This is an optimization exercise on Yosys and OpenROAD, whose aim is small area, not a production implementation. Only simulation tests tie the RTL to the original design; equivalence was not proved. Power and IR drop assume default switching activity.

## mb_rx_flit_deser
module mb_rx_flit_deser #(
   parameter int NUM_LANES  = 16,
   parameter int FLIT_BYTES = 64,
   parameter int FIFO_DEPTH = 4
) (
   input  logic                            clk,
   input  logic                            reset_n,
   input  logic                            valid_iPin,
   input  logic [NUM_LANES-1:0]            dataPins_i,
   output logic                            flit_valid_o,
   input  logic                            flit_ready_i,
   output logic [FLIT_BYTES*8-1:0]         flit_data_o,
   output logic                            frame_err_o,
   output logic                            overflow_o,
   input  logic                            clr_sticky_i,
   output logic [$clog2(FIFO_DEPTH):0]     fill_level_o
);
Size in the first run: roughly 4400 cells after synthesis, ~2600 flip-flops, about 89000 um^2 of cells after synthesis.
Settings: LEC_CHECK=0, CAP_MARGIN=20, CORE_MARGIN=2, CORE_UTILIZATION=60, CTS_BUF_LIST=sky130_fd_sc_hd__clkbuf_8, CTS_CLUSTER_SIZE=30, SLEW_MARGIN=20; clock period 6.5 ns.
standard.sh (not shown) runs the stock make flow with config.mk's settings and CLKGATE_MAP_FILE= SYNTH_SCRIPT=/design/flow/synth_recipe.tcl, a recipe that flattens the netlist after the stock synthesis.
==> flow/flow/run.sh <==
#!/bin/bash
set -euo pipefail
bash standard.sh "BUFFER_PORTS_ARGS=-buffer_cell sky130_fd_sc_hd__buf_1" finish > standard_flow.log 2>&1
Then changed:
==> flow/run.sh (new file) <==
#!/bin/bash
# synth_recipe.tcl (not shown) runs the flow's synth.tcl, then flattens the netlist and writes it again
# the make line also repeats each setting of config.mk as NAME=value (left out here)
make -C /OpenROAD-flow-scripts/flow DESIGN_CONFIG=/design/flow/config.mk WORK_HOME=/design/flow/orfs CLKGATE_MAP_FILE= SYNTH_SCRIPT=/design/flow/synth_recipe.tcl finish
CORE_UTILIZATION = 40   (was 60)
CTS_BUF_LIST = unset   (was sky130_fd_sc_hd__clkbuf_8)
CTS_CLUSTER_SIZE = unset   (was 30)
removed: flow/flow/run.sh
removed: flow/standard.sh
Result: Worst setup slack is worse by 0.25 ns. First-iteration DRC count fell by 6.0%. Cell count rose by 11%. Global-route usage fell by 8.3 points.
Then changed:
==> flow/flow/run.sh (new file) <==
#!/bin/bash
set -euo pipefail
bash standard.sh "BUFFER_PORTS_ARGS=-buffer_cell sky130_fd_sc_hd__buf_1" finish > standard_flow.log 2>&1
==> flow/standard.sh (new file) <==
#!/bin/bash
# synth_recipe.tcl (not shown) runs the flow's synth.tcl, then flattens the netlist and writes it again
# the make line also repeats each setting of config.mk as NAME=value (left out here)
make -C /OpenROAD-flow-scripts/flow DESIGN_CONFIG=/design/flow/config.mk WORK_HOME=/design/flow/orfs CLKGATE_MAP_FILE= SYNTH_SCRIPT=/design/flow/synth_recipe.tcl "${@:-finish}"
CTS_BUF_LIST = sky130_fd_sc_hd__clkbuf_4   (was unset)
CTS_CLUSTER_SIZE = 16   (was unset)
removed: flow/run.sh
=> Routed wire length climbs by 1.1%; worst setup slack got worse by 0.14 ns; clock power drops by about 10%; sequential cell count does not change; final area decreases by 3.5%; non-clock buffer count grows by 14; die area stays the same; synthesized area is unchanged; synthesized cell count stays the same; via count came out higher by 5.1%; final cell count goes up by 7.5%.

========
Setup of run 1:
The RTL this note starts from:
==> flow/design.v <==
package ucie_mb_pkg;
   localparam int UI_PER_BURST = 8;
   localparam int VALID_HI_UI  = 4;
   typedef enum logic [1:0] {
      IDLE = 2'd0,
      HI   = 2'd1,
      LO   = 2'd2
   } rx_state_e;
   typedef logic [7:0] flit_byte_t;
endpackage
module mb_rx_flit_fifo #(
   parameter int WIDTH = 512,
   parameter int DEPTH = 4
) (
   input  logic                     clk,
   input  logic                     rst_n,
   input  logic                     push_i,
   input  logic [WIDTH-1:0]         push_data_i,
   input  logic                     pop_i,
   output logic [WIDTH-1:0]         pop_data_o,
   output logic                     full_o,
   output logic                     empty_o,
   output logic [$clog2(DEPTH):0]   fill_o
);
   localparam int AW = $clog2(DEPTH);
   logic [WIDTH-1:0] mem_q [DEPTH];
   logic [AW-1:0]    rd_ptr_q;
   logic [AW-1:0]    wr_ptr;
   logic [AW:0]      fill_q;
   logic [DEPTH-1:0] we, rsel;
   assign wr_ptr = rd_ptr_q + fill_q[AW-1:0];
   always_ff @(posedge clk or negedge rst_n) begin
      if (!rst_n) begin
         rd_ptr_q <= '0;
         fill_q   <= '0;
      end else begin
         if (pop_i) rd_ptr_q <= rd_ptr_q + AW'(1);
         if (push_i != pop_i) fill_q <= push_i ? fill_q + (AW+1)'(1) : fill_q - (AW+1)'(1);
      end
   end
   assign empty_o = (fill_q == '0);
   assign full_o  = (fill_q == (AW+1)'(DEPTH));
   assign fill_o  = fill_q;
   for (genvar k = 0; k < DEPTH; k++) begin : g_ent
      assign we[k]   = push_i && (wr_ptr == AW'(k));
      assign rsel[k] = !empty_o && (rd_ptr_q == AW'(k));
      always_ff @(posedge clk) begin
         if (we[k]) mem_q[k] <= push_data_i;
      end
   end
   always_comb begin
      pop_data_o = '0;
      for (int k = 0; k < DEPTH; k++)
         pop_data_o = pop_data_o | ({WIDTH{rsel[k]}} & mem_q[k]);
   end
endmodule
module mb_rx_flit_deser #(
   parameter int NUM_LANES  = 16,
   parameter int FLIT_BYTES = 64,
   parameter int FIFO_DEPTH = 4
) (
   input  logic                            clk,
   input  logic                            reset_n,
   input  logic                            valid_iPin,
   input  logic [NUM_LANES-1:0]            dataPins_i,
   output logic                            flit_valid_o,
   input  logic                            flit_ready_i,
   output logic [FLIT_BYTES*8-1:0]         flit_data_o,
   output logic                            frame_err_o,
   output logic                            overflow_o,
   input  logic                            clr_sticky_i,
   output logic [$clog2(FIFO_DEPTH):0]     fill_level_o
);
   localparam int FRAGS  = FLIT_BYTES / NUM_LANES;
   localparam int FRAG_W = (FRAGS > 1) ? $clog2(FRAGS) : 1;
   localparam int FLIT_W = FLIT_BYTES * 8;
   localparam int UIS    = ucie_mb_pkg::UI_PER_BURST;
   localparam int HI_W   = $clog2(ucie_mb_pkg::VALID_HI_UI);
   localparam int NPOS   = FRAGS * UIS;           
   localparam logic [FRAG_W-1:0] LAST_FRAG = FRAG_W'(FRAGS - 1);
   localparam logic [2:0]        LAST_UI   = 3'(UIS - 1);
   logic [2:0]         ui_q;
   logic [FRAG_W-1:0]  frag_q;
   logic               frame_err_q, overflow_q;
   logic               store, err, flit_done;
   logic               fifo_full, fifo_empty;
   logic               pop_ok, push_ok, drop;
   assign store     = valid_iPin ^ ui_q[HI_W];
   assign err       = (ui_q != 3'd0) && !store;
   assign flit_done = store && (ui_q == LAST_UI) && (frag_q == LAST_FRAG);
   always_ff @(posedge clk or negedge reset_n) begin
      if (!reset_n) begin
         ui_q        <= 3'd0;
         frag_q      <= '0;
         frame_err_q <= 1'b0;
         overflow_q  <= 1'b0;
      end else begin
         ui_q        <= store ? ui_q + 3'd1 : 3'd0;
         if (err)
            frag_q   <= '0;
         else if (store && ui_q == LAST_UI)
            frag_q   <= frag_q + FRAG_W'(1);
         frame_err_q <= err;
         overflow_q  <= drop || (overflow_q && !clr_sticky_i);
      end
   end
   localparam int FRAG_BITS = NUM_LANES * UIS;
   logic [NUM_LANES-1:0] dl_q [UIS-1];    
   logic [FRAG_BITS-1:0] frag_w;          
   logic [FRAG_BITS-1:0] fbuf_q [FRAGS-1];
   logic                 frag_end;
   always_ff @(posedge clk) begin
      dl_q[0] <= dataPins_i;
      for (int i = 1; i < UIS - 1; i++) dl_q[i] <= dl_q[i-1];
   end
   for (genvar b = 0; b < NUM_LANES; b++) begin : g_b
      for (genvar u = 0; u < UIS; u++) begin : g_u
         if (u == UIS - 1) begin : g_now
            assign frag_w[b * 8 + u] = dataPins_i[b];
         end else begin : g_dl
            assign frag_w[b * 8 + u] = dl_q[UIS - 2 - u][b];
         end
      end
   end
   assign frag_end = store && (ui_q == LAST_UI);
   for (genvar f = 0; f < FRAGS - 1; f++) begin : g_frag
      always_ff @(posedge clk) begin
         if (frag_end && frag_q == FRAG_W'(f)) fbuf_q[f] <= frag_w;
      end
   end
   logic [FLIT_W-1:0] flit_w;
   always_comb begin
      for (int f = 0; f < FRAGS - 1; f++) flit_w[f * FRAG_BITS +: FRAG_BITS] = fbuf_q[f];
      flit_w[(FRAGS - 1) * FRAG_BITS +: FRAG_BITS] = frag_w;
   end
   assign pop_ok  = flit_ready_i && !fifo_empty;
   assign push_ok = flit_done && (!fifo_full || pop_ok);
   assign drop    = flit_done && !push_ok;
   mb_rx_flit_fifo #(
      .WIDTH (FLIT_W),
      .DEPTH (FIFO_DEPTH)
   ) u_fifo (
      .clk         (clk),
      .rst_n       (reset_n),
      .push_i      (push_ok),
      .push_data_i (flit_w),
      .pop_i       (pop_ok),
      .pop_data_o  (flit_data_o),
      .full_o      (fifo_full),
      .empty_o     (fifo_empty),
      .fill_o      (fill_level_o)
   );
   assign flit_valid_o = !fifo_empty;
   assign frame_err_o  = frame_err_q;
   assign overflow_o   = overflow_q;
endmodule
==> flow/config.mk <==
export PLATFORM = sky130hd
export DESIGN_NAME = mb_rx_flit_deser
export DESIGN_NICKNAME = mb_rx_flit_deser
export VERILOG_FILES = /design/flow/design.v
export SDC_FILE = /design/flow/constraint.sdc
export NUM_CORES = 4
export LEC_CHECK = 0
export CAP_MARGIN = 20
export CORE_MARGIN = 2
export CORE_UTILIZATION = 60
export SLEW_MARGIN = 20
==> flow/constraint.sdc <==
create_clock -name core_clock -period 6.5 [get_ports {clk}]
set_input_delay 1.3000 -clock core_clock [delete_from_list [all_inputs] [get_ports {clk}]]
set_output_delay 1.3000 -clock core_clock [all_outputs]
set_load 0.01 [all_outputs]
==> flow/flow/run.sh <==
#!/bin/bash
set -euo pipefail
bash standard.sh \
  "BUFFER_PORTS_ARGS=-buffer_cell sky130_fd_sc_hd__buf_1" \
  "CTS_ARGS=-sink_clustering_enable -repair_clock_nets -buf_list sky130_fd_sc_hd__clkbuf_16 -sink_clustering_size 30 -sink_clustering_max_diameter 80" \
  finish > standard_flow.log 2>&1
Run 1 ended with every stage complete and zero timing, DRC or antenna violations.
What run 2 does differently from run 1 at the input level:
==> flow/flow/run.sh <==
#!/bin/bash
set -euo pipefail
bash standard.sh \
  "BUFFER_PORTS_ARGS=-buffer_cell sky130_fd_sc_hd__buf_1" \
  "CTS_ARGS=-sink_clustering_enable -repair_clock_nets -buf_list sky130_fd_sc_hd__clkbuf_16 -sink_clustering_size 32 -sink_clustering_max_diameter 100" \
  finish > standard_flow.log 2>&1
[summary]
Run 2 -> run 1: data required time at the worst endpoint flat. The relative max-transition margin in run 2 sits 0.24 points below the value recorded for run 1. Run 2 reports a lower count of clock-buffer cells in the layout than run 1 does. Compared with run 1, via count of the first global-routing pass in run 2 decreased slightly. The via count on run 1 is in line with that on run 2. Re sequential share of layout area: run 2 and run 1 aren't equal, and the higher value belongs to run 2. Run 2 consumes less power than run 1 does. Against run 1, wire length of the first global-routing pass in run 2 fell slightly.

[static timing again, ports no longer ideal]
How much do the figures lean on ideal ports? The routed layouts below were timed once more, with nothing changed but the port constraints.
Step 1 sets driving cells, clkbuf_16 on the clock port and buf_2 on the other inputs (assumed; they add their load-dependent delay and slew).
Step 2 also shifts input and output timing later by t, the mid clock arrival at the registers, as if the neighbouring blocks saw the same clock.
Three values: no drivers, after step 1, after step 2; two values: the first two.
run	shift t [ns]	slack for setup (ns)	hold WS [ns]	clock arrival spread, ns	worst register clock-pin slew, ns
the first run of note 1	1.083	1.398 / 1.318 / 2.143	0.333 / 0.383 / 0.472	0.052 / 0.052	0.07 / 0.07
the second run of note 1	0.974	1.143 / 1.059 / 2.033	0.456 / 0.456 / 0.456	0.082 / 0.082	0.07 / 0.07
the third run of note 1	1.390	1.007 / 0.929 / 2.217	0.406 / 0.406 / 0.406	0.165 / 0.164	0.08 / 0.08
run 1	0.825	1.540 / 1.459 / 2.284	0.449 / 0.449 / 0.449	0.034 / 0.034	0.12 / 0.12
run 2	0.804	1.550 / 1.464 / 2.268	0.447 / 0.447 / 0.447	0.026 / 0.026	0.12 / 0.12
After both steps every run listed still meets setup and hold.
